Context: an optimization exercise on an open-source flow, tuned for small area and few clock cycles per item. The choices shown serve that exercise and are no tape-out recipe.
At most, simulation tests tie the RTL to the original design; equivalence was not proved.
Function not checked in run 2: the RTL went through the layout flow alone.

==> flow/design.v (outline; a module is shown in full before it is edited, if it fits) <==
// module hysl_add: 85 lines
// module hysl_front: 1344 lines
// module hysl_back: 1019 lines
// module heading_yaw_slew_limiter: 91 lines
module heading_yaw_slew_limiter (
    input  logic                               clk,
    input  logic                               rst_n,
    input  logic                               cfg_we,
    input  logic [hysl_pkg::CFG_IDX_W-1:0]     cfg_index,
    input  logic [hysl_pkg::CFG_DATA_W-1:0]    cfg_data,
    input  logic                               point_valid,
    output logic                               point_ready,
    input  logic signed [31:0]                 point_pos_x,
    input  logic signed [31:0]                 point_pos_y,
    input  logic signed [15:0]                 point_vel_x,
    input  logic signed [15:0]                 point_vel_y,
    output logic                               cmd_valid,
    input  logic                               cmd_ready,
    output logic signed [31:0]                 cmd_x,
    output logic signed [31:0]                 cmd_y,
    output logic        [30:0]                 cmd_z,
    output logic signed [15:0]                 cmd_yaw,
    output logic signed [15:0]                 cmd_yaw_rate
);
  // ...
==> flow/flow/run.sh <==
#!/bin/bash
# Own layout flow: the standard synthesis; then invpush.py cancels
# inverters around the full-adder cells of that netlist (a full adder is
# self-dual, so a cell can take its inputs and give its outputs in the other
# polarity); registers and all other cells stay as synthesized. Then the standard flow's
# standard layout from that netlist, with every port buffered as the standard
# flow does, by the buffer cell named in port_buffer. Each step's output goes
# to a log file of its own in this folder.
set -euo pipefail
WORK=$(pwd)
FLOW_DIR=$WORK/flow
RES=$WORK/orfs/results/$FLOW_PLATFORM/heading_yaw_slew_limiter/base

bash standard.sh synth > $WORK/flow_1_synth.log 2>&1
cp $RES/1_2_yosys.v $WORK/standard_netlist.v
python3 $FLOW_DIR/invpush.py $WORK/standard_netlist.v $WORK/invpush_netlist.v > $WORK/flow_2_invpush.log 2>&1
cp $WORK/invpush_netlist.v $RES/1_2_yosys.v
touch $RES/1_2_yosys.v

export BUFFER_PORTS_ARGS="-buffer_cell $(cat $FLOW_DIR/port_buffer)"
bash standard.sh > $WORK/flow_3_layout.log 2>&1
==> flow/flow/invpush.py <==
#!/usr/bin/env python3
"""Cancels inverters around the full adders of a mapped sky130 netlist.

A full adder is self-dual: fa(~a, ~b, ~c) = (~sum, ~cout). For each fa cell
the pass weighs flipping it (taking its inputs from the other polarity and
giving its outputs the other polarity) and flips it when that removes more
inverters than it adds. Registers and every other cell are left as they are.
usage: invpush.py in.v out.v"""
import re, sys, collections

src, dst = sys.argv[1], sys.argv[2]
txt = open(src).read()
mod = re.search(r'^module\s+(\w+)\s*\((.*?)\);', txt, re.S | re.M)
ports = set(p.strip() for p in mod.group(2).split(','))
inst_re = re.compile(r'^(\s*)(sky130_fd_sc_hd__\w+)\s+(\S+)\s*\((.*?)\);\n', re.S | re.M)
conn_re = re.compile(r'\.(\w+)\(\s*([^()]*?)\s*\)')
OUTS = {'X', 'Y', 'Q', 'Q_N', 'SUM', 'COUT', 'HI', 'LO'}

cells = {}      # name -> [type, {pin: net}]
order = []
first = None
for m in inst_re.finditer(txt):
    if first is None:
        first = m.start()
    cells[m.group(3)] = [m.group(2), dict(conn_re.findall(m.group(4)))]
    order.append(m.group(3))
last = max(m.end() for m in inst_re.finditer(txt))
head, tail = txt[:first], txt[last:]

def base(net):
    n = net.strip()
    if n.startswith('\\'):
        n = n.split()[0][1:]
    return re.sub(r'\[\d+\]$', '', n)

def is_port(net):
    return base(net) in ports or base(net).lstrip('\\') in ports

def is_inv(t):
    return re.match(r'sky130_fd_sc_hd__(inv|clkinv)_\d+$', t) is not None

driver = {}
loads = collections.defaultdict(set)   # net -> {(cell, pin)}
def index():
    driver.clear(); loads.clear()
    for n, (t, c) in cells.items():
        for p, net in c.items():
            if p in OUTS:
                driver[net] = n
            else:
                loads[net].add((n, p))
index()

newnet_id = [0]
def newnet():
    newnet_id[0] += 1
    return f'_invpush_{newnet_id[0]}_'
added_nets = []
inv_id = [0]

def inv_of(net):
    """an existing inverter whose input is net, if any"""
    for (c, p) in loads.get(net, ()):
        if is_inv(cells[c][0]) and p == 'A':
            return c
    return None

def flip_gain(f):
    t, c = cells[f]
    gain = 0
    for p in ('A', 'B', 'CIN'):
        n = c[p]
        d = driver.get(n)
        if d and is_inv(cells[d][0]):
            if len(loads[n]) == 1:
                gain += 1                      # the input inverter goes
        elif inv_of(n) is None:
            gain -= 1                          # an inverter must be added
    for p in ('SUM', 'COUT'):
        o = c[p]
        if is_port(o):
            return -99
        invl = [x for x in loads[o] if is_inv(cells[x[0]][0]) and not is_port(cells[x[0]][1]['Y'])]
        gain += len(invl)
        if len(loads[o]) > len(invl):
            gain -= 1
    return gain

def add_inv(a, y):
    inv_id[0] += 1
    name = f'_invpush_inv_{inv_id[0]}_'
    cells[name] = ['sky130_fd_sc_hd__inv_1', {'A': a, 'Y': y}]
    order.append(name)
    driver[y] = name
    loads[a].add((name, 'A'))
    return name

def replace_net(old, new):
    for (c, p) in list(loads[old]):
        cells[c][1][p] = new
        loads[new].add((c, p))
    loads[old] = set()

def delete(c):
    t, conns = cells.pop(c)
    for p, n in conns.items():
        if p in OUTS:
            driver.pop(n, None)
        else:
            loads[n].discard((c, p))
    order.remove(c)

def flip(f):
    t, c = cells[f]
    for p in ('A', 'B', 'CIN'):
        n = c[p]
        d = driver.get(n)
        loads[n].discard((f, p))
        if d and is_inv(cells[d][0]):
            src_net = cells[d][1]['A']
            c[p] = src_net
            loads[src_net].add((f, p))
            if not loads[n]:
                delete(d)
        else:
            i = inv_of(n)
            if i is None:
                y = newnet(); added_nets.append(y)
                add_inv(n, y)
            else:
                y = cells[i][1]['Y']
            c[p] = y
            loads[y].add((f, p))
    for p in ('SUM', 'COUT'):
        o = c[p]
        o2 = newnet(); added_nets.append(o2)
        c[p] = o2
        driver[o2] = f
        driver.pop(o, None)
        for (x, xp) in list(loads[o]):
            if is_inv(cells[x][0]) and not is_port(cells[x][1]['Y']):
                y = cells[x][1]['Y']
                delete(x)
                replace_net(y, o2)
        if loads[o]:
            add_inv(o2, o)

before = sum(1 for n in cells if is_inv(cells[n][0]))
changed = True
rounds = 0
while changed and rounds < 20:
    changed = False
    rounds += 1
    for f in [n for n in order if re.match(r'sky130_fd_sc_hd__fa_\d+$', cells[n][0])]:
        if f in cells and flip_gain(f) > 0:
            flip(f)
            changed = True
after = sum(1 for n in cells if is_inv(cells[n][0]))

out = [head]
decl = ''.join(f'  wire {n};\n' for n in added_nets)
out[0] = head + decl
for n in order:
    t, c = cells[n]
    body = ',\n'.join(f'    .{p}({net}' + (' )' if net.startswith('\\') else ')') for p, net in c.items())
    out.append(f'  {t} {n} (\n{body}\n  );\n')
out.append(tail)
open(dst, 'w').write(''.join(out))
print(f'inverters {before} -> {after} in {rounds} rounds')
==> flow/flow/port_buffer <==
sky130_fd_sc_hd__buf_1
==> flow/standard.sh <==
#!/bin/bash
# synth_recipe.tcl (not shown) runs the flow's synth.tcl, then flattens the netlist and writes it again
# the make line also repeats each setting of config.mk as NAME=value (left out here)
make -C /OpenROAD-flow-scripts/flow DESIGN_CONFIG=/design/flow/config.mk WORK_HOME=/design/flow/orfs CLKGATE_MAP_FILE= SYNTH_SCRIPT=/design/flow/synth_recipe.tcl "${@:-finish}"
==> flow/config.mk <==
export PLATFORM = sky130hd
export DESIGN_NAME = heading_yaw_slew_limiter
export DESIGN_NICKNAME = heading_yaw_slew_limiter
export VERILOG_FILES = /design/flow/design.v
export SDC_FILE = /design/flow/constraint.sdc
export NUM_CORES = 4
export LEC_CHECK = 0
export ABC_AREA = 1
export CAP_MARGIN = 10
export CORE_MARGIN = 2
export CORE_UTILIZATION = 55
export SLEW_MARGIN = 10
==> flow/constraint.sdc <==
create_clock -name core_clock -period 14.0 [get_ports {clk}]
set_input_delay 2.8000 -clock core_clock [delete_from_list [all_inputs] [get_ports {clk}]]
set_output_delay 2.8000 -clock core_clock [all_outputs]
set_load 0.01 [all_outputs]
==> metrics.csv, run 1 <==
metric,value,unit
ys_warn_count,111,
rows,120,
cp.buffers_inverters,9,
worstPathArrival,10.31,ns
final_area,0.0645,mm^2
dominant_cells,multi-input combinational cells,
clock-root-buffer,clkbuf_16,
setup_viol,0,
numCtsBuffers,68,
wl,142000,um
hold_ws,0.396,ns
rr_worst_depth,67,
die-width,334,um
cts_resized,0,
hold_start,u_front.zc_r3[0]$_DFFE_PN_,
hp-class,register to register,
overflow,0,
hpwl,114000,um
num_vias,41500,
status,timing/DRC/antenna clean,
clock_buffers,88,
drive_above_1_share,0.0511,
Testbench counts, summed over its fixed seeds: cycles 12,032, items 12,000.
==> run 2: changes to the inputs <==
--- a/flow/design.v
+++ b/flow/design.v
@@ -625,35 +625,36 @@
     logic [20:0] xs_6;
     logic [20:0] u_6;
     logic d7;
     logic [24:0] us_7;
     logic [24:0] cx_7;
     logic c_7;
     logic [19:0] xs_7;
     logic [19:0] u_7;
-    logic [24:0] cx_r7;
-    logic d02_r7;
-    logic d03_r7;
-    logic d04_r7;
-    logic d05_r7;
-    logic d06_r7;
-    logic d07_r7;
-    logic [31:0] px_r7;
-    logic [31:0] py_r7;
-    logic sl_r7;
-    logic [19:0] u_r7;
-    logic vl_r7;
-    logic [1:0] zc_r7;
     logic d8;
     logic [24:0] us_8;
     logic [24:0] cx_8;
     logic c_8;
     logic [18:0] xs_8;
     logic [18:0] u_8;
+    logic [24:0] cx_r8;
+    logic d02_r8;
+    logic d03_r8;
+    logic d04_r8;
+    logic d05_r8;
+    logic d06_r8;
+    logic d07_r8;
+    logic d08_r8;
+    logic [31:0] px_r8;
+    logic [31:0] py_r8;
+    logic sl_r8;
+    logic [18:0] u_r8;
+    logic vl_r8;
+    logic [1:0] zc_r8;
     logic d9;
     logic [24:0] us_9;
     logic [24:0] cx_9;
     logic c_9;
     logic [17:0] xs_9;
     logic [17:0] u_9;
     logic d10;
     logic [24:0] us_10;
@@ -662,33 +663,16 @@
     logic [16:0] xs_10;
     logic [16:0] u_10;
     logic d11;
     logic [24:0] us_11;
     logic [24:0] cx_11;
     logic c_11;
     logic [15:0] xs_11;
     logic [15:0] u_11;
-    logic [24:0] cx_r11;
-    logic d02_r11;
-    logic d03_r11;
-    logic d04_r11;
-    logic d05_r11;
-    logic d06_r11;
-    logic d07_r11;
-    logic d08_r11;
-    logic d09_r11;
-    logic d10_r11;
-    logic d11_r11;
-    logic [31:0] px_r11;
-    logic [31:0] py_r11;
-    logic sl_r11;
-    logic [15:0] u_r11;
-    logic vl_r11;
-    logic [1:0] zc_r11;
     logic d12;
     logic [24:0] us_12;
     logic [24:0] cx_12;
     logic c_12;
     logic [14:0] xs_12;
     logic [14:0] u_12;
     logic d13;
     logic [24:0] us_13;
@@ -696,40 +680,26 @@
     logic c_13;
     logic [13:0] xs_13;
     logic [13:0] u_13;
     logic d14;
     logic [12:0] xs_14;
     logic [12:0] u_14;
     logic d15;
     logic [15:0] e_tab;
-    logic zt_1;
-    logic zt_2;
-    logic zt_3;
-    logic zt_4;
-    logic zt_5;
-    logic zt_6;
-    logic zt_7;
-    logic zt_8;
-    logic zt_9;
-    logic zt_10;
-    logic zt_11;
-    logic zt_12;
-    logic zt_13;
-    logic zt_14;
-    logic zt_15;
-    logic zt_16;
-    logic zt_17;
-    logic zt_18;
-    logic [15:0] z_a;
-    logic [15:0] z_b;
-    logic [15:0] z_s;
-    logic [15:0] aim_0;
+    logic [15:0] e9;
+    logic [15:0] e9m;
+    logic [15:0] e9p;
+    logic [16:0] dhi;
+    logic [16:0] dlo;
+    logic [6:0] g;
     logic z_hi;
     logic z_lo;
+    logic [15:0] zbase;
+    logic [15:0] aim_0;
     logic [15:0] aim_rz;
     logic [31:0] px_rz;
     logic [31:0] py_rz;
     logic sl_rz;
     logic vl_rz;
     assign sx = point_vel_x[15];
     hysl_add #(16) u_abs_x (.a(point_vel_x ^ {16{sx}}), .b(16'd0), .ci(sx), .y(ax));
     assign sy = point_vel_y[15];
@@ -1233,59 +1203,59 @@
     assign xs_6 = {1'd0, cx_5[24:5]};
     hysl_add #(21, 1) u_u_6 (.a(u_5[20:0]), .b(xs_6 ^ {21{d6}}), .ci(d6), .y(u_6));
     assign d7 = !u_6[20];
     assign us_7 = {{10{u_6[20]}}, u_6[20:6]};
     assign c_7 = &u_6[5:0];
     hysl_add #(25, 1) u_cx_7 (.a(cx_6), .b(us_7 ^ {25{!d7}}), .ci(!(d7 ^ c_7)), .y(cx_7));
     assign xs_7 = {1'd0, cx_6[24:6]};
     hysl_add #(20, 1) u_u_7 (.a(u_6[19:0]), .b(xs_7 ^ {20{d7}}), .ci(d7), .y(u_7));
-    assign d8 = !u_r7[19];
-    assign us_8 = {{12{u_r7[19]}}, u_r7[19:7]};
-    assign c_8 = &u_r7[6:0];
-    hysl_add #(25, 1) u_cx_8 (.a(cx_r7), .b(us_8 ^ {25{!d8}}), .ci(!(d8 ^ c_8)), .y(cx_8));
-    assign xs_8 = {1'd0, cx_r7[24:7]};
-    hysl_add #(19, 1) u_u_8 (.a(u_r7[18:0]), .b(xs_8 ^ {19{d8}}), .ci(d8), .y(u_8));
-    assign d9 = !u_8[18];
-    assign us_9 = {{14{u_8[18]}}, u_8[18:8]};
-    assign c_9 = &u_8[7:0];
-    hysl_add #(25, 1) u_cx_9 (.a(cx_8), .b(us_9 ^ {25{!d9}}), .ci(!(d9 ^ c_9)), .y(cx_9));
-    assign xs_9 = {1'd0, cx_8[24:8]};
-    hysl_add #(18, 1) u_u_9 (.a(u_8[17:0]), .b(xs_9 ^ {18{d9}}), .ci(d9), .y(u_9));
+    assign d8 = !u_7[19];
+    assign us_8 = {{12{u_7[19]}}, u_7[19:7]};
+    assign c_8 = &u_7[6:0];
+    hysl_add #(25, 1) u_cx_8 (.a(cx_7), .b(us_8 ^ {25{!d8}}), .ci(!(d8 ^ c_8)), .y(cx_8));
+    assign xs_8 = {1'd0, cx_7[24:7]};
+    hysl_add #(19, 1) u_u_8 (.a(u_7[18:0]), .b(xs_8 ^ {19{d8}}), .ci(d8), .y(u_8));
+    assign d9 = !u_r8[18];
+    assign us_9 = {{14{u_r8[18]}}, u_r8[18:8]};
+    assign c_9 = &u_r8[7:0];
+    hysl_add #(25, 1) u_cx_9 (.a(cx_r8), .b(us_9 ^ {25{!d9}}), .ci(!(d9 ^ c_9)), .y(cx_9));
+    assign xs_9 = {1'd0, cx_r8[24:8]};
+    hysl_add #(18, 1) u_u_9 (.a(u_r8[17:0]), .b(xs_9 ^ {18{d9}}), .ci(d9), .y(u_9));
     assign d10 = !u_9[17];
     assign us_10 = {{16{u_9[17]}}, u_9[17:9]};
     assign c_10 = &u_9[8:0];
     hysl_add #(25, 1) u_cx_10 (.a(cx_9), .b(us_10 ^ {25{!d10}}), .ci(!(d10 ^ c_10)), .y(cx_10));
     assign xs_10 = {1'd0, cx_9[24:9]};
     hysl_add #(17, 1) u_u_10 (.a(u_9[16:0]), .b(xs_10 ^ {17{d10}}), .ci(d10), .y(u_10));
     assign d11 = !u_10[16];
     assign us_11 = {{18{u_10[16]}}, u_10[16:10]};
     assign c_11 = &u_10[9:0];
     hysl_add #(25, 1) u_cx_11 (.a(cx_10), .b(us_11 ^ {25{!d11}}), .ci(!(d11 ^ c_11)), .y(cx_11));
     assign xs_11 = {1'd0, cx_10[24:10]};
     hysl_add #(16, 1) u_u_11 (.a(u_10[15:0]), .b(xs_11 ^ {16{d11}}), .ci(d11), .y(u_11));
-    assign d12 = !u_r11[15];
-    assign us_12 = {{20{u_r11[15]}}, u_r11[15:11]};
-    assign c_12 = &u_r11[10:0];
-    hysl_add #(25, 1) u_cx_12 (.a(cx_r11), .b(us_12 ^ {25{!d12}}), .ci(!(d12 ^ c_12)), .y(cx_12));
-    assign xs_12 = {1'd0, cx_r11[24:11]};
-    hysl_add #(15, 1) u_u_12 (.a(u_r11[14:0]), .b(xs_12 ^ {15{d12}}), .ci(d12), .y(u_12));
+    assign d12 = !u_11[15];
+    assign us_12 = {{20{u_11[15]}}, u_11[15:11]};
+    assign c_12 = &u_11[10:0];
+    hysl_add #(25, 1) u_cx_12 (.a(cx_11), .b(us_12 ^ {25{!d12}}), .ci(!(d12 ^ c_12)), .y(cx_12));
+    assign xs_12 = {1'd0, cx_11[24:11]};
+    hysl_add #(15, 1) u_u_12 (.a(u_11[14:0]), .b(xs_12 ^ {15{d12}}), .ci(d12), .y(u_12));
     assign d13 = !u_12[14];
     assign us_13 = {{22{u_12[14]}}, u_12[14:12]};
     assign c_13 = &u_12[11:0];
     hysl_add #(25, 1) u_cx_13 (.a(cx_12), .b(us_13 ^ {25{!d13}}), .ci(!(d13 ^ c_13)), .y(cx_13));
     assign xs_13 = {1'd0, cx_12[24:12]};
     hysl_add #(14, 1) u_u_13 (.a(u_12[13:0]), .b(xs_13 ^ {14{d13}}), .ci(d13), .y(u_13));
     assign d14 = !u_13[13];
     assign xs_14 = {1'd0, cx_13[24:13]};
     hysl_add #(13, 1) u_u_14 (.a(u_13[12:0]), .b(xs_14 ^ {13{d14}}), .ci(d14), .y(u_14));
     assign d15 = !u_14[12];
     always_comb
     begin
-        unique case ({zc_r11, d02_r11, d03_r11, d04_r11, d05_r11})
+        unique case ({zc_r8, d02_r8, d03_r8, d04_r8, d05_r8})
             6'd0: e_tab = 16'hfa7b;
             6'd1: e_tab = 16'hfe79;
             6'd2: e_tab = 16'h0271;
             6'd3: e_tab = 16'h066f;
             6'd4: e_tab = 16'h0a29;
             6'd5: e_tab = 16'h0e27;
             6'd6: e_tab = 16'h121f;
             6'd7: e_tab = 16'h161d;
@@ -1343,101 +1313,70 @@
             6'd59: e_tab = 16'hbf93;
             6'd60: e_tab = 16'hc34d;
             6'd61: e_tab = 16'hc74b;
             6'd62: e_tab = 16'hcb43;
             6'd63: e_tab = 16'hcf41;
             default: e_tab = 16'h0000;
         endcase
     end
-    assign zt_1 = e_tab[1] ^ d14 ^ d15;
-    assign zt_2 = (e_tab[1] & d14) | (e_tab[1] & d15) | (d14 & d15);
-    assign zt_3 = e_tab[2] ^ d13;
-    assign zt_4 = e_tab[2] & d13;
-    assign zt_5 = e_tab[3] ^ d12;
-    assign zt_6 = e_tab[3] & d12;
-    assign zt_7 = e_tab[4] ^ d11_r11;
-    assign zt_8 = e_tab[4] & d11_r11;
-    assign zt_9 = e_tab[5] ^ d10_r11;
-    assign zt_10 = e_tab[5] & d10_r11;
-    assign zt_11 = e_tab[6] ^ d09_r11;
-    assign zt_12 = e_tab[6] & d09_r11;
-    assign zt_13 = e_tab[7] ^ d08_r11;
-    assign zt_14 = e_tab[7] & d08_r11;
-    assign zt_15 = e_tab[8] ^ d07_r11;
-    assign zt_16 = e_tab[8] & d07_r11;
-    assign zt_17 = e_tab[9] ^ d06_r11;
-    assign zt_18 = e_tab[9] & d06_r11;
-    assign z_a = {e_tab[15], e_tab[14], e_tab[13], e_tab[12], e_tab[11], e_tab[10], zt_17, zt_15, zt_13, zt_11, zt_9, zt_7, zt_5, zt_3, zt_1, e_tab[0]};
-    assign z_b = {1'b0, 1'b0, 1'b0, 1'b0, 1'b0, zt_18, zt_16, zt_14, zt_12, zt_10, zt_8, zt_6, zt_4, zt_2, 1'b0, 1'b0};
-    hysl_add #(16) u_z (.a(z_a), .b(z_b), .ci(1'b0), .y(z_s));
-    assign z_hi = $signed(z_s) > 16'sd25736;
-    assign z_lo = $signed(z_s) <= -16'sd25736;
-    assign aim_0 = z_hi ? z_s - 16'd51472 : (z_lo ? z_s + 16'd51472 : z_s);
+    hysl_add #(16) u_e9 (.a(e_tab), .b({6'd0, d06_r8, d07_r8, d08_r8, d9, 6'd0}), .ci(1'b0), .y(e9));
+    assign e9m = e9 - 16'd51472;
+    assign e9p = e9 + 16'd51472;
+    assign dhi = 17'sd25737 - {e9[15], e9};
+    assign dlo = -17'sd25736 - {e9[15], e9};
+    assign g = {1'b0, d10, d11, d12, d13, d14, 1'b0} + {5'd0, d15, 1'b0};
+    assign z_hi = $signed(dhi) <= 17'sd0 || ($signed(dhi) <= 17'sd64 && g >= dhi[6:0]);
+    assign z_lo = $signed(dlo) >= 17'sd64 || ($signed(dlo) >= 17'sd0 && g <= dlo[6:0]);
+    assign zbase = z_hi ? e9m : (z_lo ? e9p : e9);
+    hysl_add #(16) u_z (.a(zbase), .b({9'd0, g}), .ci(1'b0), .y(aim_0));
     always_ff @(posedge clk or negedge rst_n)
     begin
         if (!rst_n)
         begin
             vl_r3 <= 1'b0;
-            vl_r7 <= 1'b0;
-            vl_r11 <= 1'b0;
+            vl_r8 <= 1'b0;
             vl_rz <= 1'b0;
         end
         else if (en)
         begin
             vl_r3 <= point_valid;
-            vl_r7 <= vl_r3;
-            vl_r11 <= vl_r7;
-            vl_rz <= vl_r11;
+            vl_r8 <= vl_r3;
+            vl_rz <= vl_r8;
         end
     end
     always_ff @(posedge clk)
     begin
         if (en)
         begin
             cx_r3 <= cx_3;
             d02_r3 <= d2;
             d03_r3 <= d3;
             px_r3 <= point_pos_x;
             py_r3 <= point_pos_y;
             sl_r3 <= slow_0;
             u_r3 <= u_3;
             zc_r3 <= zc;
-            cx_r7 <= cx_7;
-            d02_r7 <= d02_r3;
-            d03_r7 <= d03_r3;
-            d04_r7 <= d4;
-            d05_r7 <= d5;
-            d06_r7 <= d6;
-            d07_r7 <= d7;
-            px_r7 <= px_r3;
-            py_r7 <= py_r3;
-            sl_r7 <= sl_r3;
-            u_r7 <= u_7;
-            zc_r7 <= zc_r3;
-            cx_r11 <= cx_11;
-            d02_r11 <= d02_r7;
-            d03_r11 <= d03_r7;
-            d04_r11 <= d04_r7;
-            d05_r11 <= d05_r7;
-            d06_r11 <= d06_r7;
-            d07_r11 <= d07_r7;
-            d08_r11 <= d8;
-            d09_r11 <= d9;
-            d10_r11 <= d10;
-            d11_r11 <= d11;
-            px_r11 <= px_r7;
-            py_r11 <= py_r7;
-            sl_r11 <= sl_r7;
-            u_r11 <= u_11;
-            zc_r11 <= zc_r7;
+            cx_r8 <= cx_8;
+            d02_r8 <= d02_r3;
+            d03_r8 <= d03_r3;
+            d04_r8 <= d4;
+            d05_r8 <= d5;
+            d06_r8 <= d6;
+            d07_r8 <= d7;
+            d08_r8 <= d8;
+            px_r8 <= px_r3;
+            py_r8 <= py_r3;
+            sl_r8 <= sl_r3;
+            u_r8 <= u_8;
+            zc_r8 <= zc_r3;
             aim_rz <= aim_0;
-            px_rz <= px_r11;
-            py_rz <= py_r11;
-            sl_rz <= sl_r11;
+            px_rz <= px_r8;
+            py_rz <= py_r8;
+            sl_rz <= sl_r8;
         end
     end
     assign fr_valid = vl_rz;
     assign fr_pos_x = px_rz;
     assign fr_pos_y = py_rz;
     assign fr_slow  = sl_rz;
     assign fr_aim   = aim_rz;
 endmodule
==> flow/flow/run.sh (replaced) <==
#!/bin/bash
# Own layout flow: the standard synthesis, then three netlist passes on the
# logic between the registers (registers stay exactly as synthesized: same
# instances, names and cell types), then the standard layout:
#  1. invpush.py: a full adder is self-dual, so a full-adder cell may take its
#     inputs and give its outputs in the other polarity when that cancels
#     inverters; a gate whose only load is an inverter becomes its complement.
#  2. ABC (remap.abc: the standard flow's area script with more restructuring)
#     re-maps all the logic except the
#     registers and the full adders of the carry-save trees that feed only the
#     slow flag or the rate (keepcsa.py marks them); the CORDIC adders come out
#     of it faster than as half/full-adder cells.
#  3. invpush.py again.
# Every port is buffered as the standard flow does, with the buffer cell named
# in port_buffer. Each step's output goes to a log file of its own here.
set -euo pipefail
WORK=$(pwd)
FLOW_DIR=$WORK/flow
RES=$WORK/orfs/results/$FLOW_PLATFORM/heading_yaw_slew_limiter/base
LIB=$FLOW_HOME/platforms/$FLOW_PLATFORM/lib/sky130_fd_sc_hd__tt_025C_1v80.lib
YOSYS=$FLOW_HOME/../tools/install/yosys/bin/yosys
[[ -x $YOSYS ]] || YOSYS=$(command -v yosys)

bash standard.sh synth > $WORK/flow_1_synth.log 2>&1
cp $RES/1_2_yosys.v $WORK/standard_netlist.v

python3 $FLOW_DIR/invpush.py $WORK/standard_netlist.v $WORK/pass1_netlist.v $LIB > $WORK/flow_2_invpush.log 2>&1
python3 $FLOW_DIR/keepcsa.py $WORK/pass1_netlist.v $WORK/pass1_marked.v $WORK/keep_stub.v > $WORK/flow_3_keepcsa.log 2>&1

SEQ=$(grep -oE 'cell *\("?sky130_fd_sc_hd__[a-z0-9_]*' $LIB | sed 's/cell *("*//' \
      | grep -E '__(df|dl|edf|sdf|sed|sdl|lpflow|einv|ebuf|conb|tap|fill|decap|diode|probe|clkdly|dlygate)' \
      | sort -u | tr '\n' ' ')
DONT=$(grep -oE 'cell *\("?sky130_fd_sc_hd__[a-z0-9_]*' $LIB | sed 's/cell *("*//' \
      | grep -E '__(lpflow|probe)' | sort -u | sed 's/^/-dont_use /' | tr '\n' ' ')
$YOSYS -l $WORK/flow_4_abc.log -p "
read_liberty -ignore_miss_func $LIB;
blackbox $SEQ;
read_verilog -lib $WORK/keep_stub.v;
read_verilog $WORK/pass1_marked.v;
hierarchy -top $FLOW_TOP;
flatten;
opt_clean;
abc -liberty $LIB $DONT -script $FLOW_DIR/remap.abc;
splitnets;
opt_clean -purge;
hilomap -singleton -hicell sky130_fd_sc_hd__conb_1 HI -locell sky130_fd_sc_hd__conb_1 LO;
insbuf -buf sky130_fd_sc_hd__buf_4 A X;
write_verilog -noexpr -noattr -nohex -nodec $WORK/pass2_marked.v;
tee -o $WORK/pass2_stat.txt stat -liberty $LIB
" > /dev/null
sed 's/hyslkeep_//' $WORK/pass2_marked.v > $WORK/pass2_netlist.v

python3 $FLOW_DIR/invpush.py $WORK/pass2_netlist.v $WORK/pass3_netlist.v $LIB > $WORK/flow_5_invpush.log 2>&1
cp $WORK/pass3_netlist.v $RES/1_2_yosys.v
touch $RES/1_2_yosys.v

export BUFFER_PORTS_ARGS="-buffer_cell $(cat $FLOW_DIR/port_buffer)"
bash standard.sh > $WORK/flow_6_layout.log 2>&1
--- a/flow/flow/invpush.py
+++ b/flow/flow/invpush.py
@@ -1,16 +1,18 @@
 #!/usr/bin/env python3
 """Cancels inverters around the full adders of a mapped sky130 netlist.
 
 A full adder is self-dual: fa(~a, ~b, ~c) = (~sum, ~cout). For each fa cell
 the pass weighs flipping it (taking its inputs from the other polarity and
 giving its outputs the other polarity) and flips it when that removes more
 inverters than it adds. Registers and every other cell are left as they are.
-usage: invpush.py in.v out.v"""
+usage: invpush.py in.v out.v [liberty]
+With the liberty, a gate whose only load is an inverter becomes its
+complement gate when that is smaller."""
 import re, sys, collections
 
 src, dst = sys.argv[1], sys.argv[2]
 txt = open(src).read()
 mod = re.search(r'^module\s+(\w+)\s*\((.*?)\);', txt, re.S | re.M)
 ports = set(p.strip() for p in mod.group(2).split(','))
 inst_re = re.compile(r'^(\s*)(sky130_fd_sc_hd__\w+)\s+(\S+)\s*\((.*?)\);\n', re.S | re.M)
 conn_re = re.compile(r'\.(\w+)\(\s*([^()]*?)\s*\)')
@@ -46,20 +48,25 @@
     for n, (t, c) in cells.items():
         for p, net in c.items():
             if p in OUTS:
                 driver[net] = n
             else:
                 loads[net].add((n, p))
 index()
 
+# a name prefix that no net or cell of the netlist uses yet
+run = 0
+while f'_invpush{run}_' in txt:
+    run += 1
+PFX = f'_invpush{run}_'
 newnet_id = [0]
 def newnet():
     newnet_id[0] += 1
-    return f'_invpush_{newnet_id[0]}_'
+    return f'{PFX}{newnet_id[0]}_'
 added_nets = []
 inv_id = [0]
 
 def inv_of(net):
     """an existing inverter whose input is net, if any"""
     for (c, p) in loads.get(net, ()):
         if is_inv(cells[c][0]) and p == 'A':
             return c
@@ -83,17 +90,17 @@
         invl = [x for x in loads[o] if is_inv(cells[x[0]][0]) and not is_port(cells[x[0]][1]['Y'])]
         gain += len(invl)
         if len(loads[o]) > len(invl):
             gain -= 1
     return gain
 
 def add_inv(a, y):
     inv_id[0] += 1
-    name = f'_invpush_inv_{inv_id[0]}_'
+    name = f'{PFX}inv_{inv_id[0]}_'
     cells[name] = ['sky130_fd_sc_hd__inv_1', {'A': a, 'Y': y}]
     order.append(name)
     driver[y] = name
     loads[a].add((name, 'A'))
     return name
 
 def replace_net(old, new):
     for (c, p) in list(loads[old]):
@@ -140,30 +147,82 @@
         for (x, xp) in list(loads[o]):
             if is_inv(cells[x][0]) and not is_port(cells[x][1]['Y']):
                 y = cells[x][1]['Y']
                 delete(x)
                 replace_net(y, o2)
         if loads[o]:
             add_inv(o2, o)
 
+AREA = {}
+lib = sys.argv[3] if len(sys.argv) > 3 else None
+if lib:
+    ltxt = open(lib).read()
+    for m in re.finditer(r'cell\s*\(\s*"?(sky130_fd_sc_hd__\w+)"?\s*\)\s*\{.*?area\s*:\s*([0-9.]+)', ltxt, re.S):
+        AREA[m.group(1)] = float(m.group(2))
+PAIRS = {}
+for a, b in [('xor2', 'xnor2'), ('xor3', 'xnor3'), ('and2', 'nand2'), ('or2', 'nor2'),
+             ('and3', 'nand3'), ('or3', 'nor3'), ('and4', 'nand4'), ('or4', 'nor4'),
+             ('a21o', 'a21oi'), ('o21a', 'o21ai'), ('a22o', 'a22oi'), ('o22a', 'o22ai'),
+             ('a211o', 'a211oi'), ('o211a', 'o211ai'), ('a31o', 'a31oi'), ('o31a', 'o31ai'),
+             ('a32o', 'a32oi'), ('o32a', 'o32ai'), ('a2bb2o', 'a2bb2oi'), ('o2bb2a', 'o2bb2ai'),
+             ('a221o', 'a221oi'), ('o221a', 'o221ai'), ('a311o', 'a311oi'), ('o311a', 'o311ai'),
+             ('a2111o', 'a2111oi'), ('o2111a', 'o2111ai'), ('mux2', 'mux2i'), ('a41o', 'a41oi'),
+             ('o41a', 'o41ai'), ('a21bo', 'a21boi'), ('o21ba', 'o21bai')]:
+    PAIRS[a] = (b, 'X', 'Y')
+    PAIRS[b] = (a, 'Y', 'X')
+
+def merge_pass():
+    """a gate whose only load is an inverter becomes its complement gate"""
+    n_merged = 0
+    for g in list(order):
+        if g not in cells:
+            continue
+        t, c = cells[g]
+        m = re.match(r'sky130_fd_sc_hd__(\w+?)_(\d+)$', t)
+        if not m or m.group(1) not in PAIRS:
+            continue
+        comp, outp, newp = PAIRS[m.group(1)]
+        if outp not in c:
+            continue
+        o = c[outp]
+        if is_port(o) or len(loads[o]) != 1:
+            continue
+        (x, xp), = loads[o]
+        if not is_inv(cells[x][0]) or is_port(cells[x][1]['Y']):
+            continue
+        nt = f'sky130_fd_sc_hd__{comp}_1'
+        if nt not in AREA:
+            continue
+        if AREA[nt] > AREA.get(t, 0) + AREA.get(cells[x][0], 0) - 0.01:
+            continue
+        y = cells[x][1]['Y']
+        delete(x)
+        del c[outp]
+        c[newp] = y
+        cells[g][0] = nt
+        driver[y] = g
+        n_merged += 1
+    return n_merged
+
 before = sum(1 for n in cells if is_inv(cells[n][0]))
 changed = True
 rounds = 0
 while changed and rounds < 20:
     changed = False
     rounds += 1
     for f in [n for n in order if re.match(r'sky130_fd_sc_hd__fa_\d+$', cells[n][0])]:
         if f in cells and flip_gain(f) > 0:
             flip(f)
             changed = True
+merged = merge_pass() if AREA else 0
 after = sum(1 for n in cells if is_inv(cells[n][0]))
 
 out = [head]
 decl = ''.join(f'  wire {n};\n' for n in added_nets)
 out[0] = head + decl
 for n in order:
     t, c = cells[n]
     body = ',\n'.join(f'    .{p}({net}' + (' )' if net.startswith('\\') else ')') for p, net in c.items())
     out.append(f'  {t} {n} (\n{body}\n  );\n')
 out.append(tail)
 open(dst, 'w').write(''.join(out))
-print(f'inverters {before} -> {after} in {rounds} rounds')
+print(f'inverters {before} -> {after} in {rounds} rounds, {merged} gates merged with their inverter')
==> flow/flow/keepcsa.py (new file) <==
#!/usr/bin/env python3
"""Marks the full-adder cells of the carry-save trees that feed only the slow
flag or the rate (the squares and the rate product), so that a re-mapping of
the logic keeps them: their type gets the prefix hyslkeep_ (removed after).
usage: keepcsa.py in.v out.v stub.v"""
import re, sys, collections
src, dst, stub = sys.argv[1:4]
txt = open(src).read()
inst_re = re.compile(r'^(\s*)(sky130_fd_sc_hd__\w+)\s+(\S+)\s*\((.*?)\);', re.S | re.M)
conn_re = re.compile(r'\.(\w+)\(\s*([^()]*?)\s*\)')
OUTS = {'X', 'Y', 'Q', 'Q_N', 'SUM', 'COUT', 'HI', 'LO'}
SEQ = re.compile(r'sky130_fd_sc_hd__(df|edf|sdf|dl)')
cells = []
loads = collections.defaultdict(list)
for m in inst_re.finditer(txt):
    c = dict(conn_re.findall(m.group(4)))
    cells.append((m, c))
    for p, n in c.items():
        if p not in OUTS:
            loads[n].append(len(cells) - 1)
def klass(name):
    if 'sl_r' in name:
        return 1
    if 'held_rate' in name:
        return 2
    return 4
memo = {}
def reach(net, depth=0):
    if net in memo:
        return memo[net]
    memo[net] = 0
    r = 0
    if re.match(r'\\?cmd_yaw_rate', net.strip()):
        r |= 2
    elif re.match(r'\\?(cmd_|point_ready)', net.strip()):
        r |= 4
    for ci in loads.get(net, ()):
        m, c = cells[ci]
        if SEQ.match(m.group(2)):
            r |= klass(m.group(3))
        else:
            for p, n in c.items():
                if p in OUTS:
                    r |= reach(n, depth + 1)
    memo[net] = r
    return r
sys.setrecursionlimit(100000)
kept = []
types = set()
nfa = 0
for m, c in cells:
    if re.match(r'sky130_fd_sc_hd__fa_\d+$', m.group(2)):
        nfa += 1
        r = reach(c['SUM']) | reach(c['COUT'])
        if r and not (r & 4):
            kept.append(m.start(2))
            types.add(m.group(2))
out, last = [], 0
for pos in sorted(kept):
    out.append(txt[last:pos]); out.append('hyslkeep_'); last = pos
out.append(txt[last:])
open(dst, 'w').write(''.join(out))
with open(stub, 'w') as f:
    for t in sorted(types):
        f.write(f"module hyslkeep_{t}(A, B, CIN, COUT, SUM);\n  input A, B, CIN;\n  output COUT, SUM;\nendmodule\n")
print(f"kept {len(kept)} of {nfa} full adders")
==> flow/flow/remap.abc (new file) <==
strash
dc2
dch -f
map -B 0.9
topo
stime -c
buffer -c
upsize -c
dnsize -c
==> run 2 against run 1 <==
  * First-iteration DRC count increased by 35%
  * Sequential share of layout area shrank 4.9 points
  * Highest routed layer unchanged
  * Critical path type is now register to register
  * Register-to-register slack worse by 1.0 ns
  * Clock skew grew 0.025 ns
  * Global-route usage rose by 3.0 points
==> metrics.csv, run 2 <==
metric,value,unit,change
syn_area,0.0537,mm^2,was 0.0598 mm^2
min_to,u_front.py_r8[14]$_DFFE_PN_,,was u_front.zc_r7[0]$_DFFE_PN_
hpwl,118000,um,"was 114,000 um"
hold_start,u_front.py_r3[14]$_DFFE_PN_,,was u_front.zc_r3[0]$_DFFE_PN_
dp_cells,8564,,"was 7,752"
setup_tns,0,ns,unchanged
grt_use_total,0.289,,was 0.260
clock-root-buffer,clkbuf_16,,unchanged
fin_skew,0.0757,ns,was 0.0506 ns
syn_inst,7072,,"was 6,181"
die_area,0.100,mm^2,was 0.111 mm^2
max_slew_margin,0.197,,was 0.253
hold_viol_final,0,,unchanged
grt_max_degree,173,,was 196
rsz0062_at_grt,true,,was false
pin_count,265,,unchanged
cpMaxStageDelayCell,a21boi_0,,was fa_1
setup_viol,0,,unchanged
worst_slack,0.473,ns,was 0.886 ns
whs_path_depth,0,,unchanged
grt_pass1_wl,229000,um,"was 228,000 um"
place_ws,-0.187,ns,was 0.824 ns
end_kind,register,,was output port
numPortBuffers,264,,unchanged
required,14.41,ns,was 11.20 ns
core-area,0.0967,mm^2,was 0.107 mm^2
floorplan.initialDensity,0.556,,was 0.557
postSynthAreaPerCell,7.60,um^2,was 9.67 um^2
ys_warn_count,111,,unchanged
critical_path.max_stage_delay,0.54,ns,was 0.50 ns
clock_latency,0.67,ns,was 0.66 ns
nets,8137,,"was 7,847"
cts_tree,yes,,unchanged
criticalPathCategory,register to register,,was register to output port
vias_per_cell,5.25,,was 5.27
rows,114,,was 120
period_minus_slack,13.53,ns,was 13.11 ns
crit_top_cell,nand2_4,,was nand2_1
tritoncts_num_sinks,464,,was 583
wl,151000,um,"was 142,000 um"
drive_above_1_share,0.180,,was 0.0511
finalCritPeriodShare,0.966,,was 0.937
wl_per_cell,17.0,um,was 18.0 um
tightest_slew,1.20,ns,was 1.12 ns
clk_pin_slew,0.06,ns,was 0.05 ns
critical_path.reg2reg.endpoint,u_front.aim_rz[15]$_DFFE_PN_,,was u_front.cx_r11[24]$_DFFE_PN_
num_vias,46800,,"was 41,500"
r2r_slack,0.47,ns,was 1.52 ns
worstPathArrival,13.93,ns,was 10.31 ns
die_height,317,um,was 334 um
drt_iter0_drc,3272,,"was 2,428"
worstReg2RegStart,u_front.u_r8[18]$_DFFE_PN_,,was u_front.u_r7[19]$_DFFE_PN_
final_common_cell,nand2_1,,unchanged
rr_worst_depth,104,,was 67
numCtsBuffers,53,,was 68
final_antenna_net_count,0,,unchanged
grt_pass1_vias,42700,,"was 42,200"
hp-class,register to register,,unchanged
maxCapViolCount,0,,unchanged
overflow,0,,unchanged
drv_slew,0,,unchanged
crit_fanout,8,,was 16
maxClockFrequency,73.9,MHz,was 76.3 MHz
htree_levels,2,,was 3
dr.pass1.iters,8,,was 5
area_delta_synth_final,16.3,%,was 7.99%
antenna_found_initial,2,,was 0
place_congestion,0.939,,was 0.931
status,timing/DRC/antenna clean,,unchanged
start_kind,register,,unchanged
die-width,317,um,was 334 um
stdcell_count,8911,,"was 7,877"
drc,0,,unchanged
final_cell_mix,"2,038 x nand2_1, 728 x inv_1, 592 x nor2_1",,"was 944 x nand2_1, 934 x inv_1, 662 x ha_1"
clk_path_buf_depth,3,,unchanged
run 2: worst max-delay path by stage:
stage	endpoint	start	slack, ns
detailed placement	u_front.cx_r3[23]$_DFFE_PN_	point_vel_x[15]	-0.19
finish	u_front.aim_rz[15]$_DFFE_PN_	u_front.u_r8[18]$_DFFE_PN_	0.47
global placement	u_front.cx_r3[23]$_DFFE_PN_	point_vel_x[1]	0.17
global route	u_front.aim_rz[15]$_DFFE_PN_	u_front.u_r8[18]$_DFFE_PN_	-0.55
CTS	cmd_yaw_rate[14]	u_front.sl_rz$_DFFE_PN_	0.01
floorplan	u_front.cx_r3[23]$_DFFE_PN_	point_vel_x[1]	0.89
run 2: what timing repair did:
item                       CTS  global route
pin swaps                    4           256
buffers inserted             8           226
hold buffers                 0             0
gates cloned                 1             9
gates resized for setup     18           540
setup endpoints to repair   20            74
hold endpoints to repair     0             0
run 2: metal layers:
| layer | GRT usage | vias up | wire (um) |
|---|---|---|---|
| li1 | - | 23200 | - |
| met1 | 0.394 | 22100 | 65000 |
| met2 | 0.492 | 1322 | 73600 |
| met3 | 0.0368 | 206 | 8730 |
| met4 | 0.0679 | 0 | 3930 |
| met5 | 0 | - | 0 |
run 2: per-stage QoR:
stage | hold slack (ns) | cell area (um^2) | util
floorplan | 0.400 | 53800 | -
global placement | 0.400 | 56300 | 0.582
detailed placement | 0.405 | 56300 | 0.582
CTS | 0.390 | 58100 | 0.601
global route | 0.415 | 62500 | 0.646
finish | 0.381 | 62500 | 0.646
run 2: cell type report:
class                      instances  area, um^2
multi-input combinational       5668       39200
timing repair buffer             616        3910
clock inverter                    42         368
antenna                            3        7.51
tap                             1276        1600
clock buffer                      58        1350
inverter                         784        3000
sequential                       464       13100
fill                            8524       34200
run 2: critical path: cells and delay by family (launching register included):
kind,cells,cell delay (ns)
buffers and inverters,8,0.93
and+or+nand+nor,83,9.32
DFF,1,0.46
xor gates and xnor gates,8,1.28
AOI/OAI and AO/OA,5,1.23

==> separate check: timing with driven ports <==
Ports are ideal in the flow. The routed layouts listed here were re-timed in OpenROAD. Step 1 assumes that a clkbuf_16 drives the clock port and a buf_2 every other input. Step 2 moves the port delays by t, midway between the first and last clock arrival at a register: inputs arrive t later, outputs are due t later. That takes back most of the time a late clock gives input paths. Slacks: ideal ports / drivers / drivers and shift; pairs: ideal ports / drivers.
run | shift t [ns] | setup WS [ns] | worst setup path at the end | worst register clock-pin slew, ns
run 1 | 0.702 | 0.886 / 0.817 / 0.800 | input to register | 0.08 / 0.08
run 2 | 0.712 | 0.473 / 0.473 / 0.347 | input to register | 0.07 / 0.07
After both steps setup and hold are still met in every run listed. For run 2, which loses most, drivers alone change the setup slack by 0.000 ns; drivers and shift together by -0.126 ns.
